From an optimization exercise on the open Yosys and OpenROAD flow, aimed at small area, a short achievable clock period and few clock cycles per item; shortcuts taken in it are not production practice. Function was checked by simulation only, so behaviour that the tests miss may differ from the original.

==> flow/design.v (outline; a module is shown in full before it is edited, if it fits) <==
// module sq8dvd_mul: 3313 lines
// module sq8dvd_deq: 936 lines
// module sq8dvd_isqrt: 29 lines
// module sq8dvd_div: 291 lines
// module sq8_dequant_vector_distance_top: 358 lines
module sq8_dequant_vector_distance_top #(
	parameter int VALUE_WIDTH   = 32,
	parameter int FRACTION_BITS = 16
) (
	input  logic         clk,
	input  logic         arst_n,
	input  logic         s_axis_tvalid,
	output logic         s_axis_tready,
	input  logic [103:0] s_axis_tdata,
	input  logic         s_axis_tlast,    
	output logic         m_axis_tvalid,
	input  logic         m_axis_tready,
	output logic [63:0]  m_axis_tdata,    
	output logic [1:0]   m_axis_tuser,    
	input  logic         cfg_valid,
	output logic         cfg_ready,
	input  logic         cfg_index,
	input  logic [2:0]   cfg_data
);
  // ...
==> flow/flow/run.sh <==
#!/bin/bash
set -euo pipefail
bash standard.sh SETUP_SLACK_MARGIN=8.5 finish > standard.log 2>&1
==> flow/standard.sh <==
#!/bin/bash
# synth_recipe.tcl (not shown) runs the flow's synth.tcl, then flattens the netlist and writes it again
# the make line also repeats each setting of config.mk as NAME=value (left out here)
make -C /OpenROAD-flow-scripts/flow DESIGN_CONFIG=/design/flow/config.mk WORK_HOME=/design/flow/orfs CLKGATE_MAP_FILE= SYNTH_SCRIPT=/design/flow/synth_recipe.tcl "${@:-finish}"
==> flow/config.mk <==
export PLATFORM = sky130hd
export DESIGN_NAME = sq8_dequant_vector_distance_top
export DESIGN_NICKNAME = sq8_dequant_vector_distance_top
export VERILOG_FILES = /design/flow/design.v
export SDC_FILE = /design/flow/constraint.sdc
export NUM_CORES = 8
export LEC_CHECK = 0
export ABC_AREA = 1
export CAP_MARGIN = 50
export CORE_MARGIN = 2
export CORE_UTILIZATION = 40
export SLEW_MARGIN = 70
==> flow/constraint.sdc <==
create_clock -name core_clock -period 13.0 [get_ports {clk}]
set_input_delay 2.6000 -clock core_clock [delete_from_list [all_inputs] [get_ports {clk}]]
set_output_delay 2.6000 -clock core_clock [all_outputs]
set_load 0.01 [all_outputs]
==> impl_metrics.env, run 1 <==
export IMPL_status="timing/DRC/antenna clean"
export IMPL_wl_per_cell_um=29.3
export IMPL_wl_met3_mm=65.8
export IMPL_synth_ff_type="edfxtp_1"
export IMPL_seqCellArea_um2=27800
export IMPL_drt_iter0_drc=14600
export IMPL_layout_common_cells="nand2_1, inv_1, o21ai_0, a21oi_1, nor2_1"
export IMPL_gp_congestion=1.08
export IMPL_die_area_um2=272000
export IMPL_critPathSlowestCell="fa_1"
export IMPL_hold_depth=0
export IMPL_yosysMostFrequentCell="nand2_1"
export IMPL_finalCriticalPeriod_ps=4600
export IMPL_setup_tns_ps=0
export IMPL_hpwl_mm=386
export IMPL_rsz0062_at_grt="true"
export IMPL_numClockSinks=1092
export IMPL_path_clk_slew_ps=60
export IMPL_seq_share_pct=22.2
export IMPL_clk_latency_ps=870
export IMPL_cts_resized=264
export IMPL_yosys_area_share_xor_xnor_pct=7.24
export IMPL_io_buffers=181
export IMPL_antenna_left=0
export IMPL_fmax_ghz=0.217
export IMPL_ys_warn_count=2
export IMPL_critical_path_required_ps=13760
export IMPL_critPathMaxFanout=6
export IMPL_gr_usage_met3_pct=12.5
export IMPL_synth_seq_cells=1092
export IMPL_postSynthCellCount=14200
export IMPL_cp_depth=15
export IMPL_io_pins=183
export IMPL_numCtsBuffers=135
export IMPL_cp_num_buf_inv=6
export IMPL_period_share_pct=35.4
export IMPL_yosys_top_cells_count="nand2_1, inv_1, o21ai_0"
export IMPL_max_slew_margin_rel_pct=64.4
export IMPL_final_layout_size_suffix_gt1_share_pct=12.8
Testbench counts, summed over its fixed seeds: cycles 14,371, vectors 384.
==> module sq8_dequant_vector_distance_top, before the edit <==
module sq8_dequant_vector_distance_top #(
	parameter int VALUE_WIDTH   = 32,
	parameter int FRACTION_BITS = 16
) (
	input  logic         clk,
	input  logic         arst_n,
	input  logic         s_axis_tvalid,
	output logic         s_axis_tready,
	input  logic [103:0] s_axis_tdata,
	input  logic         s_axis_tlast,    
	output logic         m_axis_tvalid,
	input  logic         m_axis_tready,
	output logic [63:0]  m_axis_tdata,    
	output logic [1:0]   m_axis_tuser,    
	input  logic         cfg_valid,
	output logic         cfg_ready,
	input  logic         cfg_index,
	input  logic [2:0]   cfg_data
);
	localparam logic [63:0] ACC_MAX = sq8dvd_pkg::ACC_MAX;
	localparam logic [63:0] ACC_MIN = sq8dvd_pkg::ACC_MIN;
	logic [2:0] metric_q, metric_d;
	logic       norm_q, norm_d;
	always_comb begin
		metric_d = metric_q;
		norm_d   = norm_q;
		if (cfg_valid) begin
			if (cfg_index) norm_d = cfg_data[0];
			else metric_d = cfg_data;
		end
	end
	always_ff @(posedge clk or negedge arst_n) begin
		if (!arst_n) begin
			metric_q <= 3'd0;
			norm_q   <= 1'b0;
		end else begin
			metric_q <= metric_d;
			norm_q   <= norm_d;
		end
	end
	assign cfg_ready = 1'b1;
	logic m_cos, m_dotn, m_eu, m_man, m_dsq, m_bad, m_rot;
	always_ff @(posedge clk or negedge arst_n) begin
		if (!arst_n) begin
			m_cos  <= 1'b1;
			m_dotn <= 1'b0;
			m_eu   <= 1'b0;
			m_man  <= 1'b0;
			m_dsq  <= 1'b0;
			m_bad  <= 1'b0;
			m_rot  <= 1'b1;
		end else begin
			m_cos  <= (metric_d == 3'd0);
			m_dotn <= (metric_d == 3'd1) && norm_d;
			m_eu   <= (metric_d == 3'd2);
			m_man  <= (metric_d == 3'd3);
			m_dsq  <= (metric_d == 3'd2) || (metric_d == 3'd4);
			m_bad  <= (metric_d > 3'd4);
			m_rot  <= (metric_d == 3'd0) || ((metric_d == 3'd1) && norm_d);
		end
	end
	logic [40:0] ys_s, ys_c, ys_e;
	sq8dvd_deq u_deq (
		.mn (s_axis_tdata[71:40]),
		.st (s_axis_tdata[103:72]),
		.cd (s_axis_tdata[39:32]),
		.s  (ys_s),
		.c  (ys_c),
		.e  (ys_e)
	);
	logic        w_valid;
	logic [31:0] w_q;
	logic [40:0] w_ys, w_yc, w_ye;
	logic        w_last;
	logic        w_ld, w_mv;
	logic        p1_valid, p1_ld, p1_mv;
	logic        tr_q;    
	logic        trn_q;   
	assign w_ld          = !trn_q;
	assign w_mv          = w_valid && p1_ld;
	assign s_axis_tready = tr_q;
	always_ff @(posedge clk or negedge arst_n) begin
		if (!arst_n) w_valid <= 1'b0;
		else if (w_ld) w_valid <= s_axis_tvalid;
	end
	always_ff @(posedge clk) begin
		if (w_ld) begin
			w_q    <= s_axis_tdata[31:0];
			w_ys   <= ys_s;
			w_yc   <= ys_c;
			w_ye   <= ys_e;
			w_last <= s_axis_tlast;
		end
	end
	logic [40:0] ysum;
	logic        y_hi, y_lo;
	logic [40:0] yc_s, yc_c;
	assign yc_s = w_ys ^ w_yc ^ w_ye;
	assign yc_c = {(w_ys[39:0] & w_yc[39:0]) | (w_ys[39:0] & w_ye[39:0]) | (w_yc[39:0] & w_ye[39:0]), 1'b0};
	assign ysum = yc_s + yc_c;
	assign y_hi = !ysum[40] && (ysum[39:31] != 9'h000);
	assign y_lo = ysum[40] && (ysum[39:31] != 9'h1ff);
	logic [31:0] p1_q, p1_y;
	logic        p1_dsat, p1_last, p1_first;
	logic        nf_q;    
	assign p1_ld = !p1_valid || p1_mv;
	always_ff @(posedge clk or negedge arst_n) begin
		if (!arst_n) begin
			p1_valid <= 1'b0;
			nf_q     <= 1'b1;
		end else begin
			if (p1_ld) p1_valid <= w_valid;
			if (w_mv) nf_q <= w_last;
		end
	end
	always_ff @(posedge clk) begin
		if (p1_ld) begin
			p1_q     <= w_q;
			p1_y     <= y_hi ? 32'h7fffffff : (y_lo ? 32'h80000000 : ysum[31:0]);
			p1_dsat  <= y_hi || y_lo;
			p1_last  <= w_last;
			p1_first <= nf_q;
		end
	end
	logic [1:0]  k_q, k_d;
	logic        lk_q, lk_d;        
	logic        lastok_q;          
	logic        f_mreq;            
	logic        f_mreq_d;
	logic [31:0] f_mreq_a, f_mreq_b;
	logic        iss;
	assign iss   = p1_valid && !f_mreq && !(p1_last && (k_q == 2'd0) && !lastok_q);
	assign p1_mv = iss && lk_q;
	always_comb begin
		k_d = k_q;
		if (iss) k_d = lk_q ? 2'd0 : k_q + 2'd1;
		if (metric_d == 3'd0) lk_d = (k_d == 2'd2);
		else if (metric_d == 3'd1 && norm_d) lk_d = (k_d == 2'd1);
		else lk_d = 1'b1;
	end
	always_ff @(posedge clk or negedge arst_n) begin
		if (!arst_n) begin
			k_q  <= 2'd0;
			lk_q <= 1'b1;
		end else begin
			k_q  <= k_d;
			lk_q <= lk_d;
		end
	end
	logic [32:0] q33, y33, d33;
	assign q33 = {p1_q[31], p1_q};
	assign y33 = {p1_y[31], p1_y};
	assign d33 = q33 - y33;
	logic [32:0] op_a, op_b;
	logic dclamp;
	assign dclamp = ($signed(d33) >= 33'sd3037000500) || ($signed(d33) <= -33'sd3037000500);
	always_comb begin
		op_a = q33;
		op_b = y33;
		if (f_mreq) begin
			op_a = {1'b0, f_mreq_a};
			op_b = {1'b0, f_mreq_b};
		end else if (m_dsq) begin
			op_a = d33;
			op_b = d33;
		end else if (m_man) begin
			op_a = d33;
			op_b = d33[32] ? {33{1'b1}} : 33'd1;
		end else if (m_cos) begin
			if (k_q == 2'd1) op_b = q33;
			else if (k_q == 2'd2) op_a = y33;
		end else if (m_dotn) begin
			if (k_q == 2'd1) op_a = y33;
		end
	end
	logic        p2_v, p2_den, p2_end, p2_first, p2_k0, p2_sat, p2_clamp;
	logic [32:0] p2_a;
	logic [16:0] p2_one, p2_two, p2_neg;    
	logic [16:0] be_one, be_two, be_neg;
	logic [34:0] be_b;
	assign be_b = {op_b[32], op_b, 1'b0};
	always_comb begin
		for (int i = 0; i < 17; i++) begin
			be_one[i] = be_b[2*i+1] ^ be_b[2*i];
			be_two[i] = (be_b[2*i+2] && !be_b[2*i+1] && !be_b[2*i]) ||
				(!be_b[2*i+2] && be_b[2*i+1] && be_b[2*i]);
			be_neg[i] = be_b[2*i+2];
		end
	end
	logic        end_iss;
	assign end_iss = iss && lk_q && p1_last;
	always_ff @(posedge clk or negedge arst_n) begin
		if (!arst_n) begin
			p2_v   <= 1'b0;
			p2_den <= 1'b0;
			p2_end <= 1'b0;
		end else begin
			p2_v   <= iss;
			p2_den <= f_mreq;
			p2_end <= end_iss;
		end
	end
	always_ff @(posedge clk) begin
		p2_a     <= op_a;
		p2_one   <= be_one;
		p2_two   <= be_two;
		p2_neg   <= be_neg;
		p2_first <= f_mreq || p1_first;
		p2_k0    <= (k_q == 2'd0);
		p2_sat   <= (k_q == 2'd0) && p1_dsat;
		p2_clamp <= !f_mreq && m_dsq && dclamp;
	end
	logic [64:0] mul_s, mul_c;
	sq8dvd_mul u_mul (
		.a   (p2_a),
		.one (p2_one),
		.two (p2_two),
		.neg (p2_neg),
		.s   (mul_s),
		.c   (mul_c)
	);
	logic        p3_v, p3_den, p3_end, p3_first, p3_k0, p3_sat, p3_clamp;
	logic [64:0] p3_s, p3_c;
	always_ff @(posedge clk or negedge arst_n) begin
		if (!arst_n) begin
			p3_v   <= 1'b0;
			p3_den <= 1'b0;
			p3_end <= 1'b0;
		end else begin
			p3_v   <= p2_v;
			p3_den <= p2_den;
			p3_end <= p2_v && p2_end;
		end
	end
	always_ff @(posedge clk) begin
		p3_s     <= p2_clamp ? {1'b0, ACC_MAX} : mul_s;
		p3_c     <= p2_clamp ? 65'd0 : mul_c;
		p3_first <= p2_first;
		p3_k0    <= p2_k0;
		p3_sat   <= p2_sat;
		p3_clamp <= p2_v && p2_clamp;
	end
	logic [63:0] acc_a, acc_b, acc_c;
	logic [1:0]  sf_a, sf_b, sf_c;    
	logic        vsat;
	logic        p4_end;
	logic [63:0] acc_base;
	logic [64:0] add_s, add_c, acc_sum;
	logic        acc_ovf;
	logic [1:0]  acc_sf;
	function automatic logic [63:0] eff(input logic [63:0] raw, input logic [1:0] sf);
		eff = sf[1] ? (sf[0] ? ACC_MIN : ACC_MAX) : raw;
	endfunction
	logic [1:0] sf_a_d;
	logic       kr_d, cl_d, ct_d;
	logic       kr0, kr1n, cl0, cl1n, ct0, ct1n;
	assign sf_a_d = p3_v ? (m_rot ? sf_b : acc_sf) : sf_a;
	assign kr_d   = !p2_first && !sf_a_d[1];
	assign cl_d   = !p2_first && sf_a_d[1] && !sf_a_d[0];
	assign ct_d   = !p2_first && sf_a_d[1] && sf_a_d[0];
	always_ff @(posedge clk) begin
		kr0  <= kr_d;
		kr1n <= !kr_d;
		cl0  <= cl_d;
		cl1n <= !cl_d;
		ct0  <= ct_d;
		ct1n <= !ct_d;
	end
	always_comb begin
		for (int i = 0; i < 32; i++) acc_base[i] = (acc_a[i] && kr0) || cl0;
		for (int i = 32; i < 63; i++) acc_base[i] = (acc_a[i] && !kr1n) || !cl1n;
		acc_base[63] = (acc_a[63] && !kr1n) || (ct0 && !ct1n);
	end
	assign add_s    = p3_s;
	assign add_c    = p3_c;
	logic [64:0] acc_b65, cs_s, cs_c;
	assign acc_b65  = {acc_base[63], acc_base};
	assign cs_s     = acc_b65 ^ add_s ^ add_c;
	assign cs_c     = {(acc_b65[63:0] & add_s[63:0]) | (acc_b65[63:0] & add_c[63:0]) |
		(add_s[63:0] & add_c[63:0]), 1'b0};
	assign acc_sum  = cs_s + cs_c;
	assign acc_ovf  = acc_sum[64] ^ acc_sum[63];
	assign acc_sf   = {acc_ovf, acc_sum[64]};
	always_ff @(posedge clk or negedge arst_n) begin
		if (!arst_n) p4_end <= 1'b0;
		else p4_end <= p3_end;
	end
	always_ff @(posedge clk) begin
		if (p3_v) begin
			if (m_cos) begin
				acc_a <= acc_b;
				sf_a  <= sf_b;
				acc_b <= acc_c;
				sf_b  <= sf_c;
				acc_c <= acc_sum[63:0];
				sf_c  <= acc_sf;
			end else if (m_dotn) begin
				acc_a <= acc_b;
				sf_a  <= sf_b;
				acc_b <= acc_sum[63:0];
				sf_b  <= acc_sf;
			end else begin
				acc_a <= acc_sum[63:0];
				sf_a  <= acc_sf;
			end
			vsat <= ((p3_first && p3_k0) ? 1'b0 : vsat) | p3_sat | p3_clamp | acc_ovf;
		end
	end
	logic        fin_ok;
	logic [63:0] sum_a, sum_b, sum_c;
	assign sum_a = eff(acc_a, sf_a);
	assign sum_b = eff(acc_b, sf_b);
	assign sum_c = eff(acc_c, sf_c);
	sq8dvd_div u_fin (
		.clk       (clk),
		.arst_n    (arst_n),
		.start     (p4_end),
		.m_cos     (m_cos),
		.m_dotn    (m_dotn),
		.m_eu      (m_eu),
		.m_man     (m_man),
		.m_bad     (m_bad),
		.sum_a     (sum_a),
		.sum_b     (sum_b),
		.sum_c     (sum_c),
		.vsat      (vsat),
		.den_v     (p3_den),
		.den       (acc_sum[63:0]),
		.mreq      (f_mreq),
		.mreq_next (f_mreq_d),
		.mreq_a    (f_mreq_a),
		.mreq_b    (f_mreq_b),
		.ok_next   (fin_ok),
		.out_ready (m_axis_tready),
		.out_valid (m_axis_tvalid),
		.out_data  (m_axis_tdata),
		.out_stat  (m_axis_tuser)
	);
	logic lastok_d;
	assign lastok_d = !end_iss && !p2_end && !p3_end && fin_ok;
	logic w_valid_d, p1_valid_d, p1_last_d, iss_d, tr_d;
	assign w_valid_d  = w_ld ? s_axis_tvalid : w_valid;
	assign p1_valid_d = p1_ld ? w_valid : p1_valid;
	assign p1_last_d  = p1_ld ? w_last : p1_last;
	assign iss_d      = p1_valid_d && !f_mreq_d && !(p1_last_d && (k_d == 2'd0) && !lastok_d);
	assign tr_d       = !w_valid_d || !p1_valid_d || (iss_d && lk_d);
	always_ff @(posedge clk or negedge arst_n) begin
		if (!arst_n) begin
			lastok_q <= 1'b0;
			tr_q     <= 1'b1;
			trn_q    <= 1'b0;
		end else begin
			lastok_q <= lastok_d;
			tr_q     <= tr_d;
			trn_q    <= !tr_d;
		end
	end
endmodule
==> inputs of run 2 (changes only) <==
--- a/flow/design.v
+++ b/flow/design.v
@@ -4816,6 +4816,6 @@
 	end
 	always_ff @(posedge clk) begin
-		p3_s     <= p2_clamp ? {1'b0, ACC_MAX} : mul_s;
-		p3_c     <= p2_clamp ? 65'd0 : mul_c;
+		p3_s     <= mul_s;
+		p3_c     <= mul_c;
 		p3_first <= p2_first;
 		p3_k0    <= p2_k0;
@@ -4863,5 +4863,5 @@
 	assign acc_sum  = cs_s + cs_c;
 	assign acc_ovf  = acc_sum[64] ^ acc_sum[63];
-	assign acc_sf   = {acc_ovf, acc_sum[64]};
+	assign acc_sf   = p3_clamp ? 2'b10 : {acc_ovf, acc_sum[64]};
 	always_ff @(posedge clk or negedge arst_n) begin
 		if (!arst_n) p4_end <= 1'b0;
==> flow/flow/run.sh (replaced) <==
#!/bin/bash
set -euo pipefail
bash standard.sh SETUP_SLACK_MARGIN=8.8 finish > standard.log 2>&1
--- a/flow/config.mk
+++ b/flow/config.mk
@@ -7,6 +7,6 @@
 export LEC_CHECK = 0
 export ABC_AREA = 1
-export CAP_MARGIN = 50
+export CAP_MARGIN = 40
 export CORE_MARGIN = 2
 export CORE_UTILIZATION = 40
-export SLEW_MARGIN = 70
+export SLEW_MARGIN = 30
==> impl_metrics.env, run 2 <==
export IMPL_status="timing/DRC/antenna clean"
export IMPL_synth_edf_count=545
export IMPL_antenna_found_initial=41
export IMPL_yosys_area_top_type_share_pct=15.3
export IMPL_setup_viol=0
export IMPL_cts_root_buffer="clkbuf_16"
export IMPL_antenna_left=0
export IMPL_drc=0
export IMPL_ctsHoldBuffers=0
export IMPL_postSynthCellCount=14300
export IMPL_setup_tns_ps=0
export IMPL_areaGrowthSynthToFinish_pct=17.7
export IMPL_critical_path_max_stage_delay_ps=620
export IMPL_clock_skew_ps=95.0
export IMPL_hold_depth=0
export IMPL_yosys_top_cells_count="nand2_1, inv_1, o21ai_0"
export IMPL_wl_per_cell_um=29.8
export IMPL_ys_seq_area_share_pct=25.8
export IMPL_drv_cap=0
export IMPL_grt_pass1_vias=102000
export IMPL_routed_wl_mm=536
export IMPL_synth_ff_type="edfxtp_1"
export IMPL_crit_arrival_ps=5250
export IMPL_reg2reg_depth=14
export IMPL_numCtsBuffers=140
export IMPL_synth_area_top_cells="edfxtp_1, fa_1, nand2_1, dfxtp_1, inv_1"
export IMPL_critPathMaxFanout=4
export IMPL_critPathLaunchType="flip-flop"
export IMPL_final_layout_size_suffix_gt1_share_pct=13.3
export IMPL_final_common_cell="nand2_1"
export IMPL_synth_seq_cells=1092
export IMPL_hold_end="p3_sat"
export IMPL_timing_rr_start="p2_a[22]"
export IMPL_cts_buffer_depth=4
export IMPL_largest_register="p3_s"
export IMPL_synth_nets=15600
export IMPL_gp_congestion=1.08
export IMPL_finalNetCount=15700
export IMPL_cp_num_buf_inv=6
export IMPL_vias=109000
export IMPL_yosys_area_top_type="edfxtp_1"
export IMPL_avgSynthCellArea_um2=7.47
export IMPL_initial_core_util_pct=40.2
export IMPL_finalCriticalPeriod_ps=4520
export IMPL_drt_iter0_drc=15900
export IMPL_largest_reg_flops=65
export IMPL_netlist_cell_type_count=73
export IMPL_grt_pass1_wl_mm=744
export IMPL_hpwl_mm=393
export IMPL_via_per_inst=6.04
export IMPL_numClockSinks=1092
export IMPL_rsz0062_at_grt="true"
export IMPL_r2r_slack_ps=8480
export IMPL_synth_async_reset_ratio_pct=3.39
export IMPL_clk_latency_ps=850
export IMPL_die_y_um=521
export IMPL_grt_max_degree=81
export IMPL_io_pins=183
export IMPL_critical_path_required_ps=13740
export IMPL_hp_class="reg2reg"
export IMPL_tritoncts="built"
export IMPL_crit_family="adder cells"
export IMPL_worst_r2r_endpoint="p3_c[30]"
export IMPL_die_area_um2=271000
export IMPL_cp_cell_sequence="clkinvlp_4, buf_8, buf_6, o22ai_2, xor2_1, fa_1, fa_1, inv_2, fa_2, inv_2, fa_2, fa_1, inv_2, fa_2"
export IMPL_ys_warn_count=2
export IMPL_io_buffers=181
export IMPL_stdcell_area_um2=126000
export IMPL_placed_area_um2=113000
export IMPL_htreeDepth=4
export IMPL_path_clk_slew_ps=70
export IMPL_period_share_pct=34.7
export IMPL_max_slew_worst_pin_slew_ps=1030
export IMPL_fmax_ghz=0.221
export IMPL_core_area_um2=265000
export IMPL_path_class="reg2reg"
export IMPL_max_slew_margin_rel_pct=30.8
export IMPL_overflow=0
export IMPL_final_hold_viol_count=0
export IMPL_layout_common_cells="nand2_1, inv_1, o21ai_0, a21oi_1, nor2_1"
export IMPL_track_usage_pct=37.6
export IMPL_final_max_slew_viol_count=0
export IMPL_cp_end_kind="flip-flop"
export IMPL_synth_cell_area_um2=107000
export IMPL_drt_first_pass_iters=8
export IMPL_yosysMostFrequentCell="nand2_1"
export IMPL_hp_start="p2_sat"
export IMPL_critPathSlowestCell="fa_2"
export IMPL_dieWidth_um=521
export IMPL_rows=189
run 2: changes by cell type after synthesis, moves of 53 or more:
| cell | delta |
|---|---|
| o221ai_1 | +53 |
| nand3_1 | +71 |
| o21ai_0 | -59 |
| nand2_1 | +223 |
| or2_2 | -59 |
| nor2_1 | -76 |
run 2: cell type report:
cell class / instances / area (µm²)
multi-input cells: 9977 / 71500
inverters: 2420 / 9400
clock inverters: 59 / 598
diodes: 29 / 72.6
repair buffers: 718 / 8010
flip-flops and latches: 1092 / 27700
repair inverters: 4 / 70.1
fillers: 26500 / 140000
clock buffers: 186 / 3870
well taps: 3533 / 4420
run 2: worst reg2reg max path: stages, from the launching register on:
cell        delay, ps
dfxtp_2           380
clkinvlp_4        220
buf_8             220
buf_6             120
o22ai_2            90
xor2_1            210
fa_1              500
fa_1              540
inv_2              60
fa_2              550
inv_2              40
fa_2              340
fa_1              510
inv_2              40
fa_2              620
run 2: timing repair:
| action | in CTS | in global routing |
|---|---|---|
| buffers inserted | 103 | 112 |
| gates cloned | 17 | 31 |
| resized for setup | 1045 | 704 |
| pin swaps | 228 | 273 |
| setup endpoints to repair | 568 | 333 |
run 2: cells by family after synthesis:
logic type | after synthesis | synth area share [%]
DFF | 1092 | 25.8
buffers and inverters | 3232 | 11.5
adders and majority gates | 1217 | 19.9
AOI/OAI and AO/OA | 3322 | 18.0
other | 1 | 0.00351
and+or+nand+nor | 4544 | 17.5
muxes | 8 | 0.0762
xor gates and xnor gates | 879 | 7.21
run 2: metrics by stage:
stage          worst slack (ps)  instances  hold WS, ps  utilization [%]
6_report                   8480      18000          326             47.4
5_1_grt                    8470      18000          336             47.3
4_1_cts                    8540      17800          326             45.7
3_5_place_dp               7330      17500          312             42.5
3_3_place_gp               7230      17400          313             42.2
2_1_floorplan              8170      14300          310                -
run 2: routing by layer:
metal,up-vias,GRT usage (%),share of wire (%)
li1,47000,-,-
met2,7775,55.6,42
met1,52100,48.4,38
met5,-,0.298,0.096
met3,1858,10.7,12
met4,49,23.5,8.3
run 2: how the worst max path moves through the flow:
| stage | startpoint | endpoint | slack [ps] | cells past startpoint |
|---|---|---|---|---|
| 2_1_floorplan | s_axis_tdata[32] | w_yc[25] | 8170 | 7 |
| 3_3_place_gp | u_fin.f_x[63] | u_fin.f_r[10] | 7230 | 24 |
| 3_5_place_dp | s_axis_tdata[103] | w_yc[31] | 7330 | 6 |
| 4_1_cts | p2_a[22] | p3_c[40] | 8540 | 14 |
| 5_1_grt | p2_a[22] | p3_c[30] | 8470 | 14 |
| 6_report | p2_a[22] | p3_c[30] | 8480 | 14 |
Testbench counts of run 2, summed over its fixed seeds: cycles 14,371, vectors 384.
==> inputs of run 3 (changes only) <==
--- a/flow/config.mk
+++ b/flow/config.mk
@@ -7,6 +7,6 @@
 export LEC_CHECK = 0
 export ABC_AREA = 1
-export CAP_MARGIN = 40
+export CAP_MARGIN = 35
 export CORE_MARGIN = 2
 export CORE_UTILIZATION = 40
-export SLEW_MARGIN = 30
+export SLEW_MARGIN = 25
==> impl_metrics.env, run 3 <==
export IMPL_hp_class="reg2reg"
export IMPL_final_layout_size_suffix_gt1_share_pct=12.1
export IMPL_worst_slack_ps=8510
export IMPL_cts_buffer_depth=3
export IMPL_hpwl_mm=391
export IMPL_drt_iter0_drc=15500
export IMPL_drt_first_pass_iters=10
export IMPL_layout_common_cells="nand2_1, inv_1, o21ai_0, a21oi_1, nor2_1"
export IMPL_synth_cell_area_um2=107000
export IMPL_multiInputGateArea_um2=70800
export IMPL_dieWidth_um=521
export IMPL_seqCellArea_um2=27700
export IMPL_netlist_cell_type_count=73
export IMPL_reg2reg_depth=15
export IMPL_rsz0062_at_grt="true"
export IMPL_synth_async_reset_ratio_pct=3.39
export IMPL_io_buffers=181
export IMPL_antenna_found_initial=36
export IMPL_setup_viol=0
export IMPL_largest_register="p3_s"
export IMPL_finalCriticalPeriod_ps=4490
export IMPL_max_slew_margin_rel_pct=30.7
export IMPL_critPathSlowestCell="fa_2"
export IMPL_worst_r2r_endpoint="p3_c[27]"
export IMPL_wl_per_cell_um=29.6
export IMPL_clock_skew_ps=72.9
export IMPL_htreeDepth=4
export IMPL_yosys_area_top_type="edfxtp_1"
export IMPL_cp_common_cell="fa_2"
export IMPL_cp_cell_sequence="clkinvlp_4, clkbuf_16, buf_12, o22ai_4, xor2_2, fa_1, inv_2, fa_1, inv_1, fa_2, inv_2, fa_2, fa_2, inv_2, fa_2"
export IMPL_numCtsBuffers=130
export IMPL_ys_warn_count=2
export IMPL_final_max_slew_viol_count=0
export IMPL_via_per_inst=6.03
export IMPL_io_pins=183
export IMPL_final_common_cell="nand2_1"
export IMPL_synth_nets=15600
export IMPL_gp_congestion=1.08
export IMPL_grt_pass1_wl_mm=740
export IMPL_yosys_top_cells_count="nand2_1, inv_1, o21ai_0"
export IMPL_critical_path_required_ps=13740
export IMPL_antenna_left=0
export IMPL_finalNetCount=15600
export IMPL_utilization_pct=46.5
export IMPL_synth_ff_type="edfxtp_1"
export IMPL_final_hold_viol_count=0
export IMPL_yosys_area_top_type_share_pct=15.3
export IMPL_track_usage_pct=37.6
export IMPL_critPathLaunchType="flip-flop"
export IMPL_crit_arrival_ps=5240
export IMPL_vias=108000
export IMPL_fmax_ghz=0.223
export IMPL_die_y_um=521
export IMPL_initial_core_util_pct=40.2
export IMPL_critical_path_max_stage_delay_ps=540
export IMPL_critPathMaxFanout=5
export IMPL_crit_start="p2_one[2]"
export IMPL_grt_pass1_vias=101000
export IMPL_period_share_pct=34.6
export IMPL_numClockSinks=1092
export IMPL_clk_latency_ps=850
export IMPL_core_area_um2=265000
export IMPL_overflow=0
export IMPL_cts_root_buffer="clkbuf_16"
export IMPL_areaGrowthSynthToFinish_pct=15.6
export IMPL_grt_max_degree=93
export IMPL_path_clk_slew_ps=70
export IMPL_tritoncts="built"
export IMPL_fillers=26700
export IMPL_r2r_slack_ps=8510
export IMPL_path_class="reg2reg"
export IMPL_setup_tns_ps=0
export IMPL_pre_cts_ws_ps=7340
export IMPL_ys_seq_area_share_pct=25.8
export IMPL_avgSynthCellArea_um2=7.47
export IMPL_postSynthCellCount=14300
export IMPL_drc=0
export IMPL_largest_reg_flops=65
export IMPL_max_slew_worst_pin_slew_ps=1040
export IMPL_cp_end_kind="flip-flop"
export IMPL_yosysMostFrequentCell="nand2_1"
export IMPL_die_area_um2=271000
export IMPL_timing_rr_start="p2_one[2]"
export IMPL_crit_end="p3_c[27]"
export IMPL_synth_area_top_cells="edfxtp_1, fa_1, nand2_1, dfxtp_1, inv_1"
export IMPL_routed_wl_mm=530
export IMPL_synth_seq_cells=1092
export IMPL_drv_cap=0
export IMPL_rows=189
export IMPL_status="timing/DRC/antenna clean"
export IMPL_synth_edf_count=545
[run 3: what timing repair did]
| action | CTS | global route |
|---|---|---|
| setup endpoints to repair | 570 | 383 |
| hold endpoints to repair | 0 | 0 |
| gates cloned | 14 | 20 |
| resized for setup | 947 | 604 |
| hold buffers | 0 | 0 |
| buffers inserted | 85 | 71 |
| pin swaps | 182 | 187 |
[run 3: through the flow]
| step | cell area [µm²] | instances | hold WS [ps] |
|---|---|---|---|
| floorplan | 108000 | 14300 | 310 |
| global placement | 112000 | 17400 | 313 |
| detailed placement | 112000 | 17500 | 312 |
| CTS | 120000 | 17800 | 325 |
| global route | 123000 | 17900 | 335 |
| finish | 123000 | 17900 | 326 |
[run 3: area by class of cell]
class	count	area share, %
multi-input combinational	9979	57.3
sequential	1092	22.4
inverter	2420	7.60
timing repair buffer	626	5.44
tap	3533	3.58
clock buffer	176	2.94
clock inverter	65	0.647
antenna	25	0.0507
timing repair inverter	1	0.00912
[run 3: how the worst min path moves through the flow]
stage | slack [ps] | start | endpoint | cells after the start
final | 330 | p2_sat | p3_sat | 0
after global routing | 340 | p2_k0 | p3_k0 | 0
after CTS | 330 | p2_sat | p3_sat | 0
after detailed placement | 310 | p2_sat | p3_sat | 0
after global placement | 310 | p2_sat | p3_sat | 0
after floorplan | 310 | p2_k0 | p3_k0 | 0
[run 3: critical path: cells and delay by family, from the launching register on]
kind                     cells  cell delay (ps)
AO/OA/AOI/OAI                1              180
flip-flops                   1              370
XOR/XNOR                     1               90
buffers and inverters        7              780
adder cells (fa/ha/maj)      6             2980
[run 3: metal layers]
| layer | GRT usage [%] | routed length (µm) |
|---|---|---|
| met3 | 10.3 | 64900 |
| met2 | 55.6 | 221000 |
| met5 | 0 | 360 |
| met4 | 23.1 | 42100 |
| met1 | 48.6 | 201000 |
[run 3: kinds of logic after synthesis]
group / after synthesis / synth area share (%)
fa+ha+maj: 1217 / 19.9
compound gates: 3322 / 18.0
other cells: 1 / 0.00351
mux: 8 / 0.0762
buf+inv: 3232 / 11.5
flops: 1092 / 25.8
simple gates: 4544 / 17.5
xor+xnor: 879 / 7.21

## port drivers added, routing unchanged
How much do the figures lean on ideal ports? The routed layouts below were timed once more, with nothing changed but the port constraints.
Step 1: set_driving_cell puts a clkbuf_16 on clk and a buf_2 on each other input, an assumption about the parent block.
Step 2 adds t to the input delays and takes it off the output delays; t is the mean of the earliest and latest rising clock arrival at the registers after step 1. Input paths then give back, and output paths get back, about the clock's delay inside the block.
Slacks: ideal / step 1 / step 2; pairs: ideal / step 1.
run | t, ns | setup WS [ns] | worst setup path at the end | latest minus earliest clock arrival (ns) | pins driven straight from the clock port
run 1 | 0.933 | 8.397 / 8.397 / 7.734 | input to register | 0.076 / 0.077 | 1
run 2 | 0.897 | 8.485 / 8.485 / 7.720 | input to register | 0.094 / 0.095 | 1
run 3 | 0.918 | 8.506 / 8.506 / 7.758 | input to register | 0.072 / 0.073 | 1
After both steps setup and hold are still met in every run listed. For run 2, which loses most, drivers alone change the setup slack by 0.000 ns; drivers and shift together by -0.765 ns.
